Background: an optimization exercise with open tools, aiming at small area, a short achievable clock period and few clock cycles. Do not read the settings as production practice. At most, simulation tests tie the RTL to the original design; equivalence was not proved. The clock port is modelled as an ideal driver; clocking choices that lean on that would not hold on a real chip. No activity file was given, so power comes from the tool's default toggle rates.

==> 01-28 <==
==> flow/design.v <==
package mul_accel_pkg;
  typedef logic [31:0] word_t;
  typedef logic [31:0] addr_t;
  typedef logic [15:0] operand_t;
  typedef logic [3:0]  shift_t;
  typedef enum logic [2:0] {IDLE, RD_A, WT_A, RD_B, WT_B, FEED, DRAIN, WR_C} stream_state_e;
  localparam addr_t CsrShift  = 32'd0;
  localparam addr_t CsrCommit = 32'd1;
  localparam addr_t CsrCount  = 32'd2;
  localparam addr_t CsrBaseA  = 32'd0;
  localparam addr_t CsrBaseB  = 32'd1;
  localparam addr_t CsrBaseC  = 32'd2;
  localparam addr_t CsrLength = 32'd3;
  localparam addr_t CsrStart  = 32'd4;
  localparam addr_t CsrStatus = 32'd5;
endpackage
module mul_accel_top #(
  parameter int unsigned StreamerCsrNum = 6
) (
  input  logic  clk_i,
  input  logic  rst_n_i,
  input  mul_accel_pkg::addr_t csr_req_addr_i,
  input  mul_accel_pkg::word_t csr_req_data_i,
  input  logic  csr_req_write_i,
  input  logic  csr_req_valid_i,
  output logic  csr_req_ready_o,
  output mul_accel_pkg::word_t csr_rsp_data_o,
  output logic  csr_rsp_valid_o,
  input  logic  csr_rsp_ready_i,
  output mul_accel_pkg::addr_t tcdm_addr_o,
  output mul_accel_pkg::word_t tcdm_wdata_o,
  output logic  tcdm_write_o,
  output logic  tcdm_req_o,
  input  logic  tcdm_gnt_i,
  input  mul_accel_pkg::word_t tcdm_rdata_i,
  input  logic  tcdm_rvalid_i
);
  logic [31:0] base_a_q, base_b_q, base_c_q, len_q, count_q;
  logic [3:0]  shift_q;
  logic [3:0]  shl_q, shh_q;
  logic        rsp_valid_q;
  logic [6:0]  rsel_q;
  logic        st_a_q, st_b_q, st_c_q, st_t_q;
  logic        first_q, last_q;
  logic [31:0] idx_q;
  logic [31:0] addr_q;
  logic        ga_q, gb_q, s1_q, s2_q, cv_q;
  logic [15:0] a_q;
  logic [31:0] c_q;
  logic busy;
  assign busy = st_a_q | st_b_q | st_c_q | st_t_q;
  logic       req_fire, wr, hi_zero;
  logic [3:0] a4;
  logic       start;
  assign req_fire = csr_req_valid_i & ~rsp_valid_q;
  assign wr       = req_fire & csr_req_write_i;
  assign hi_zero  = csr_req_addr_i[31:4] == '0;
  assign a4       = csr_req_addr_i[3:0];
  assign start    = wr & hi_zero & (a4 == 4'd4) & ~busy & (len_q != '0);
  logic [6:0] rsel_d;
  logic       rd;
  assign rd = ~csr_req_write_i & hi_zero;
  assign rsel_d = {rd & (a4 == 4'd5) & busy, rd & (a4 == 4'd6), rd & (a4 == 4'd8),
                   rd & (a4 == 4'd3), rd & (a4 == 4'd2), rd & (a4 == 4'd1), rd & (a4 == 4'd0)};
  always_ff @(posedge clk_i or negedge rst_n_i) begin
    if (!rst_n_i) begin
      rsp_valid_q <= 1'b0;
    end else if (req_fire) begin
      rsp_valid_q <= 1'b1;
    end else if (csr_rsp_ready_i) begin
      rsp_valid_q <= 1'b0;
    end
  end
  always_ff @(posedge clk_i or negedge rst_n_i) begin
    if (!rst_n_i) begin
      cpend_q <= 1'b0;
    end else if (req_fire) begin
      cpend_q <= rsel_d[4];
    end else if (csr_rsp_ready_i) begin
      cpend_q <= 1'b0;
    end
  end
  always_ff @(posedge clk_i) begin
    if (req_fire) rsel_q <= rsel_d;
  end
  assign csr_rsp_data_o = ({32{rsel_q[0]}} & base_a_q) | ({32{rsel_q[1]}} & base_b_q) |
                          ({32{rsel_q[2]}} & base_c_q) | ({32{rsel_q[3]}} & len_q) |
                          ({32{rsel_q[4]}} & count_q) | ({32{rsel_q[5]}} & {28'd0, shift_q}) |
                          {31'd0, rsel_q[6]};
  assign csr_req_ready_o = ~rsp_valid_q;
  assign csr_rsp_valid_o = rsp_valid_q;
  always_ff @(posedge clk_i or negedge rst_n_i) begin
    if (!rst_n_i) begin
      base_a_q <= '0;
      base_b_q <= '0;
      base_c_q <= '0;
      len_q    <= '0;
      shift_q  <= '0;
      shl_q    <= 4'b0001;
      shh_q    <= 4'b0001;
    end else begin
      if (wr && hi_zero && !busy) begin
        if (a4 == 4'd0) base_a_q <= csr_req_data_i;
        if (a4 == 4'd1) base_b_q <= csr_req_data_i;
        if (a4 == 4'd2) base_c_q <= csr_req_data_i;
        if (a4 == 4'd3) len_q    <= csr_req_data_i;
        if (a4 == 4'd7) begin
          shl_q <= 4'b0001 << shift_q[1:0];
          shh_q <= 4'b0001 << shift_q[3:2];
        end
      end
      if (wr && hi_zero && a4 == 4'd6) shift_q <= csr_req_data_i[3:0];
    end
  end
  logic gnt_a, gnt_b, gnt_c, adv_c, done;
  assign gnt_a = st_a_q & tcdm_gnt_i;
  assign gnt_b = st_b_q & tcdm_gnt_i;
  assign gnt_c = req_c & tcdm_gnt_i;
  assign adv_c = st_c_q & (first_q | gnt_c);
  assign done  = st_t_q & gnt_c;
  logic cnt_pend, cnt_hold, creq_q, dfr_q, req_c, cpend_q;
  assign cnt_pend = cpend_q;
  assign cnt_hold = cnt_pend | dfr_q;
  assign req_c    = (st_c_q | st_t_q) & cv_q & (creq_q | ~cnt_hold);
  always_ff @(posedge clk_i or negedge rst_n_i) begin
    if (!rst_n_i) begin
      count_q <= '0;
      creq_q  <= 1'b0;
      dfr_q   <= 1'b0;
    end else begin
      creq_q <= req_c & ~tcdm_gnt_i;
      if (!cnt_pend && (gnt_c || dfr_q)) begin
        count_q <= count_q + 32'd1;
        dfr_q   <= 1'b0;
      end else if (gnt_c) begin
        dfr_q   <= 1'b1;
      end
    end
  end
  function automatic logic sum_eq(input logic [31:0] x, input logic [31:0] y, input logic [31:0] k);
    logic ok;
    logic c;
    ok = 1'b1;
    c  = 1'b0;
    for (int i = 0; i < 32; i++) begin
      ok = ok & ((x[i] ^ y[i] ^ k[i]) == c);
      c  = (x[i] & y[i]) | ((x[i] ^ y[i]) & ~k[i]);
    end
    sum_eq = ok;
  endfunction
  logic [31:0] nbase;
  logic        ncin;
  logic [32:0] nsum;
  always_comb begin
    if (st_a_q) begin
      nbase = base_b_q;  ncin = 1'b1;
    end else if (st_b_q || (st_c_q && last_q)) begin
      nbase = base_c_q;  ncin = 1'b0;
    end else begin
      nbase = base_a_q;  ncin = 1'b1;
    end
  end
  assign nsum = {nbase, ncin} + {idx_q, 1'b1};
  always_ff @(posedge clk_i or negedge rst_n_i) begin
    if (!rst_n_i) begin
      st_a_q  <= 1'b0;
      st_b_q  <= 1'b0;
      st_c_q  <= 1'b0;
      st_t_q  <= 1'b0;
      first_q <= 1'b0;
      last_q  <= 1'b0;
      ga_q    <= 1'b0;
      gb_q    <= 1'b0;
      s1_q    <= 1'b0;
      s2_q    <= 1'b0;
      cv_q    <= 1'b0;
    end else begin
      ga_q <= gnt_a;
      gb_q <= gnt_b;
      if (start) begin
        st_a_q  <= 1'b1;
        first_q <= 1'b1;
      end
      if (gnt_a) begin
        st_a_q <= 1'b0;
        st_b_q <= 1'b1;
      end
      if (gnt_b) begin
        st_b_q <= 1'b0;
        st_c_q <= 1'b1;
        last_q <= sum_eq(idx_q, 32'd2, len_q);
      end
      if (adv_c) begin
        st_c_q  <= 1'b0;
        first_q <= 1'b0;
        if (last_q) st_t_q <= 1'b1;
        else        st_a_q <= 1'b1;
      end
      if (done) begin
        st_t_q <= 1'b0;
      end
      if (gb_q) s1_q <= 1'b1;
      else if (!cv_q) s1_q <= 1'b0;
      s2_q <= s1_q & ~cv_q;
      if (s2_q) cv_q <= 1'b1;
      else if (gnt_c) cv_q <= 1'b0;
    end
  end
  always_ff @(posedge clk_i) begin
    if (!busy) idx_q <= '1;
    else if (gnt_b) idx_q <= idx_q + 32'd1;
  end
  always_ff @(posedge clk_i) begin
    if (start | gnt_a | gnt_b | adv_c) addr_q <= nsum[32:1];
  end
  assign tcdm_req_o   = st_a_q | st_b_q | req_c;
  assign tcdm_write_o = st_c_q | st_t_q;
  assign tcdm_addr_o  = addr_q;
  logic        s1_fire;
  logic [7:0]  bhi_q;
  logic [3:0]  one_q, two_q, neg_q;
  logic        top_q;
  logic [7:0]  nbyte;
  logic [15:0] addend;
  logic [23:0] msum;
  assign s1_fire = s1_q & ~cv_q;
  assign nbyte   = gb_q ? tcdm_rdata_i[7:0] : bhi_q;
  assign addend  = s2_q ? c_q[31:16] : 16'd0;
  always_comb begin
    logic [23:0] acc;
    logic [16:0] sel;
    logic [23:0] row;
    acc = {8'd0, addend};
    for (int i = 0; i < 4; i++) begin
      sel = ({17{one_q[i]}} & {1'b0, a_q}) | ({17{two_q[i]}} & {a_q, 1'b0});
      row = {{7{neg_q[i]}}, sel ^ {17{neg_q[i]}}};
      acc = acc + (row << (2 * i)) + (24'(neg_q[i]) << (2 * i));
    end
    acc = acc + ({8'd0, {16{top_q}} & a_q} << 8);
    msum = acc;
  end
  logic [3:0] one_d, two_d, neg_d;
  logic       ld_enc;
  always_comb begin
    for (int i = 0; i < 4; i++) begin
      logic lo;
      lo = (i == 0) ? 1'b0 : nbyte[2*i-1];
      neg_d[i] = nbyte[2*i+1];
      one_d[i] = nbyte[2*i] ^ lo;
      two_d[i] = (nbyte[2*i+1] & ~nbyte[2*i] & ~lo) | (~nbyte[2*i+1] & nbyte[2*i] & lo);
    end
  end
  assign ld_enc = gb_q | s1_fire;
  always_ff @(posedge clk_i) begin
    if (ga_q) a_q <= tcdm_rdata_i[15:0];
    if (ld_enc) begin
      one_q <= one_d;
      two_q <= two_d;
      neg_q <= neg_d;
      top_q <= nbyte[7];
    end
  end
  always_ff @(posedge clk_i) begin
    if (gb_q) bhi_q <= tcdm_rdata_i[15:8];
    if (s1_fire | s2_q) c_q[31:8] <= msum;
    if (s2_q) c_q[7:0] <= c_q[15:8];
  end
  logic [31:0] shl_c;
  always_comb begin
    for (int i = 0; i < 32; i++) begin
      shl_c[i] = 1'b0;
      tcdm_wdata_o[i] = 1'b0;
    end
    for (int i = 0; i < 32; i++)
      for (int k = 0; k < 4; k++)
        if (i + k < 32) shl_c[i] = shl_c[i] | (shl_q[k] & c_q[i+k]);
    for (int i = 0; i < 32; i++)
      for (int k = 0; k < 4; k++)
        if (i + 4 * k < 32) tcdm_wdata_o[i] = tcdm_wdata_o[i] | (shh_q[k] & shl_c[i+4*k]);
  end
endmodule
==> flow/flow/run.sh <==
#!/bin/bash
set -euo pipefail
ARGS="BUFFER_PORTS_ARGS=-buffer_cell sky130_fd_sc_hd__buf_1"
R=orfs/results/sky130hd/mul_accel_top/base
bash standard.sh "$ARGS" cts > flow_make_cts.log 2>&1
SKEW_DB=$R/4_cts.odb SKEW_SDC=$R/4_cts.sdc SKEW_OUT=$R/4_cts.odb \
  SKEW_DLY=sky130_fd_sc_hd__clkdlybuf4s18_1 SKEW_DRV=sky130_fd_sc_hd__clkbuf_8 \
  openroad -no_init -exit flow/skew.tcl > skew.log 2>&1
bash standard.sh "$ARGS" finish > flow_make_finish.log 2>&1
==> flow/flow/skew.tcl <==
# Useful skew for the multiplier: delay the clock of the result register c_q, where the
# multiplier's register-to-register paths end. Each group of c_q flip-flops on one clock
# leaf net gets its own delay buffer between the leaf net and their clock pins.
read_liberty $::env(FLOW_HOME)/platforms/sky130hd/lib/sky130_fd_sc_hd__tt_025C_1v80.lib
read_db $::env(SKEW_DB)
read_sdc $::env(SKEW_SDC)
set_propagated_clock [all_clocks]
source $::env(FLOW_HOME)/platforms/sky130hd/setRC.tcl
estimate_parasitics -placement
puts "before:"
report_checks -path_delay max -to [get_pins -hierarchical c_q*/D] -format end
report_checks -path_delay max -from [get_pins -hierarchical c_q*/CLK] -format end
set block [ord::get_db_block]
set dly_master [[ord::get_db] findMaster $::env(SKEW_DLY)]
set drv_master [[ord::get_db] findMaster $::env(SKEW_DRV)]
array set groups {}
foreach inst [$block getInsts] {
  if {[regexp {^c_q\\\[} [$inst getName]]} {
    set net [[$inst findITerm CLK] getNet]
    lappend groups([$net getName]) $inst
  }
}
set k 0
foreach netname [lsort [array names groups]] {
  set net [$block findNet $netname]
  # delay cell, then a clock buffer that drives the flip-flops with a sharp edge
  set dly [odb::dbInst_create $block $dly_master skew_dly_$k]
  set mid [odb::dbNet_create $block skew_mid_$k]
  $mid setSigType CLOCK
  set buf [odb::dbInst_create $block $drv_master skew_buf_$k]
  set nn [odb::dbNet_create $block skew_net_$k]
  $nn setSigType CLOCK
  [$dly findITerm A] connect $net
  [$dly findITerm X] connect $mid
  [$buf findITerm A] connect $mid
  [$buf findITerm X] connect $nn
  set sx 0; set sy 0; set c 0
  foreach inst $groups($netname) {
    set it [$inst findITerm CLK]
    $it disconnect
    $it connect $nn
    set bb [$inst getBBox]
    set sx [expr {$sx + [$bb xMin]}]; set sy [expr {$sy + [$bb yMin]}]; incr c
  }
  $buf setLocation [expr {$sx / $c}] [expr {$sy / $c}]
  $buf setPlacementStatus PLACED
  $dly setLocation [expr {$sx / $c}] [expr {$sy / $c}]
  $dly setPlacementStatus PLACED
  puts "skew_buf_$k on $netname drives $c flip-flops"
  incr k
}
global_connect
detailed_placement
check_placement -verbose
estimate_parasitics -placement
puts "after:"
report_checks -path_delay max -to [get_pins -hierarchical c_q*/D] -format end
report_checks -path_delay max -from [get_pins -hierarchical c_q*/CLK] -format end
report_checks -path_delay min -to [get_pins -hierarchical c_q*/D] -format end
report_check_types -max_slew -max_capacitance
foreach p [get_pins -hierarchical c_q*/CLK] { report_slews $p }
write_db $::env(SKEW_OUT)
==> flow/standard.sh <==
#!/bin/bash
# synth_recipe.tcl (not shown) runs the flow's synth.tcl, then flattens the netlist and writes it again
# the make line also repeats each setting of config.mk as NAME=value (left out here)
make -C /OpenROAD-flow-scripts/flow DESIGN_CONFIG=/design/flow/config.mk WORK_HOME=/design/flow/orfs CLKGATE_MAP_FILE= SYNTH_SCRIPT=/design/flow/synth_recipe.tcl "${@:-finish}"
==> flow/config.mk <==
export PLATFORM = sky130hd
export DESIGN_NAME = mul_accel_top
export DESIGN_NICKNAME = mul_accel_top
export VERILOG_FILES = /design/flow/design.v
export SDC_FILE = /design/flow/constraint.sdc
export NUM_CORES = 4
export LEC_CHECK = 0
export CAP_MARGIN = 20
export CORE_MARGIN = 8
export CORE_UTILIZATION = 40
export CTS_BUF_LIST = sky130_fd_sc_hd__clkbuf_16
export CTS_CLUSTER_DIAMETER = 100
export CTS_CLUSTER_SIZE = 20
export PLACE_DENSITY = 0.6
export SETUP_SLACK_MARGIN = 4
export SLEW_MARGIN = 20
==> flow/constraint.sdc <==
create_clock -name core_clock -period 8.0 [get_ports {clk_i}]
set_input_delay 1.6000 -clock core_clock [delete_from_list [all_inputs] [get_ports {clk_i}]]
set_output_delay 1.6000 -clock core_clock [all_outputs]
set_load 0.01 [all_outputs]
==> 08-20 (differences from 01-28) <==
--- a/flow/design.v
+++ b/flow/design.v
@@ -38,4 +38,3 @@
   logic [31:0] base_a_q, base_b_q, base_c_q, len_q, count_q;
-  logic [3:0]  shift_q;
-  logic [3:0]  shl_q, shh_q;
+  logic [3:0]  shift_q, cshift_q;
   logic        rsp_valid_q;
@@ -98,4 +97,3 @@
       shift_q  <= '0;
-      shl_q    <= 4'b0001;
-      shh_q    <= 4'b0001;
+      cshift_q <= '0;
     end else begin
@@ -106,6 +104,3 @@
         if (a4 == 4'd3) len_q    <= csr_req_data_i;
-        if (a4 == 4'd7) begin
-          shl_q <= 4'b0001 << shift_q[1:0];
-          shh_q <= 4'b0001 << shift_q[3:2];
-        end
+        if (a4 == 4'd7) cshift_q <= shift_q;
       end
@@ -171,2 +166,3 @@
       last_q  <= 1'b0;
+      idx_q   <= '1;
       ga_q    <= 1'b0;
@@ -190,2 +186,3 @@
         st_c_q <= 1'b1;
+        idx_q  <= idx_q + 32'd1;
         last_q <= sum_eq(idx_q, 32'd2, len_q);
@@ -200,2 +197,3 @@
         st_t_q <= 1'b0;
+        idx_q  <= '1;
       end
@@ -207,6 +205,2 @@
     end
-  end
-  always_ff @(posedge clk_i) begin
-    if (!busy) idx_q <= '1;
-    else if (gnt_b) idx_q <= idx_q + 32'd1;
   end
@@ -241,25 +235,15 @@
   end
-  logic [3:0] one_d, two_d, neg_d;
-  logic       ld_enc;
-  always_comb begin
-    for (int i = 0; i < 4; i++) begin
-      logic lo;
-      lo = (i == 0) ? 1'b0 : nbyte[2*i-1];
-      neg_d[i] = nbyte[2*i+1];
-      one_d[i] = nbyte[2*i] ^ lo;
-      two_d[i] = (nbyte[2*i+1] & ~nbyte[2*i] & ~lo) | (~nbyte[2*i+1] & nbyte[2*i] & lo);
-    end
-  end
-  assign ld_enc = gb_q | s1_fire;
   always_ff @(posedge clk_i) begin
     if (ga_q) a_q <= tcdm_rdata_i[15:0];
-    if (ld_enc) begin
-      one_q <= one_d;
-      two_q <= two_d;
-      neg_q <= neg_d;
+    if (gb_q) bhi_q <= tcdm_rdata_i[15:8];
+    if (gb_q | s1_fire) begin
+      for (int i = 0; i < 4; i++) begin
+        logic lo;
+        lo = (i == 0) ? 1'b0 : nbyte[2*i-1];
+        neg_q[i] <= nbyte[2*i+1];
+        one_q[i] <= nbyte[2*i] ^ lo;
+        two_q[i] <= (nbyte[2*i+1] & ~nbyte[2*i] & ~lo) | (~nbyte[2*i+1] & nbyte[2*i] & lo);
+      end
       top_q <= nbyte[7];
     end
-  end
-  always_ff @(posedge clk_i) begin
-    if (gb_q) bhi_q <= tcdm_rdata_i[15:8];
     if (s1_fire | s2_q) c_q[31:8] <= msum;
@@ -267,15 +251,3 @@
   end
-  logic [31:0] shl_c;
-  always_comb begin
-    for (int i = 0; i < 32; i++) begin
-      shl_c[i] = 1'b0;
-      tcdm_wdata_o[i] = 1'b0;
-    end
-    for (int i = 0; i < 32; i++)
-      for (int k = 0; k < 4; k++)
-        if (i + k < 32) shl_c[i] = shl_c[i] | (shl_q[k] & c_q[i+k]);
-    for (int i = 0; i < 32; i++)
-      for (int k = 0; k < 4; k++)
-        if (i + 4 * k < 32) tcdm_wdata_o[i] = tcdm_wdata_o[i] | (shh_q[k] & shl_c[i+4*k]);
-  end
+  assign tcdm_wdata_o = c_q >> cshift_q;
 endmodule
==> flow/flow/run.sh (replaced) <==
#!/bin/bash
set -euo pipefail
bash standard.sh "BUFFER_PORTS_ARGS=-buffer_cell sky130_fd_sc_hd__buf_1" finish > flow_make.log 2>&1
--- a/flow/config.mk
+++ b/flow/config.mk
@@ -9,3 +9,3 @@
 export CORE_MARGIN = 8
-export CORE_UTILIZATION = 40
+export CORE_UTILIZATION = 60
 export CTS_BUF_LIST = sky130_fd_sc_hd__clkbuf_16
@@ -13,4 +13,4 @@
 export CTS_CLUSTER_SIZE = 20
-export PLACE_DENSITY = 0.6
-export SETUP_SLACK_MARGIN = 4
+export PLACE_DENSITY = 0.75
+export SETUP_SLACK_MARGIN = 3.8
 export SLEW_MARGIN = 20
removed: flow/flow/skew.tcl
==> summary.txt <==
item                                                             08-20     01-28
Number of vias after detailed routing                            16977     17218
Origin of the critical flop-to-flop path                      one_q[1]   c_q[24]
Status                                        timing/DRC/antenna clean  timing/DRC/antenna clean
WL/cell                                                       21.70 um  21.53 um
Net switching fraction of the power                             0.4452    0.2334
Total inserted antenna cells                                         4         3
Number of inverters outside the clock class in the layout          146       106
Maximum number of pins on one net before global-route repair       187       176
Synth Area in Compound Gates                                    0.1206    0.1483
Capturing element of the worst setup path                      c_q[28]   c_q[31]
Clk pin slew, worst setup/hold paths                           0.09 ns   0.11 ns
Number of gates resized after cts                                   30        58
Non-clock buffer contribution to total cell area               0.05989   0.06306
Count of sequential standard cells                                 322       326
Testbench counts of 08-20, summed over its fixed seeds: cycles 11,462.
For 01-28, only the layout was checked, not whether the RTL still works.

-- afterwards: timing with drivers on the ports --
The flow's constraints put no driver on any port. The routed layouts listed below were extracted and timed again, unchanged, in two steps.
Step 1 assumes that a clkbuf_16 drives the clock port and a buf_2 every other input.
Step 2, shift: input delay + t, output delay - t, t = (earliest + latest rising clock arrival at the registers) / 2. This alone moves slack from input paths to output paths.
a / b / c = no drivers / after step 1 / after step 2; a / b = the first two.
run	t, ns	setup slack, ns	clock arrival spread, ns
01-28	0.758	3.877 / 3.877 / 3.665	0.393 / 0.393
08-20	0.589	3.648 / 3.648 / 3.648	0.037 / 0.038
In 01-28 the clock reaches the registers at very different times; t lies between them, and the last value is a rough guide only. For 01-28, which loses most, drivers alone change the setup slack by 0.000 ns; drivers and shift together by -0.212 ns.
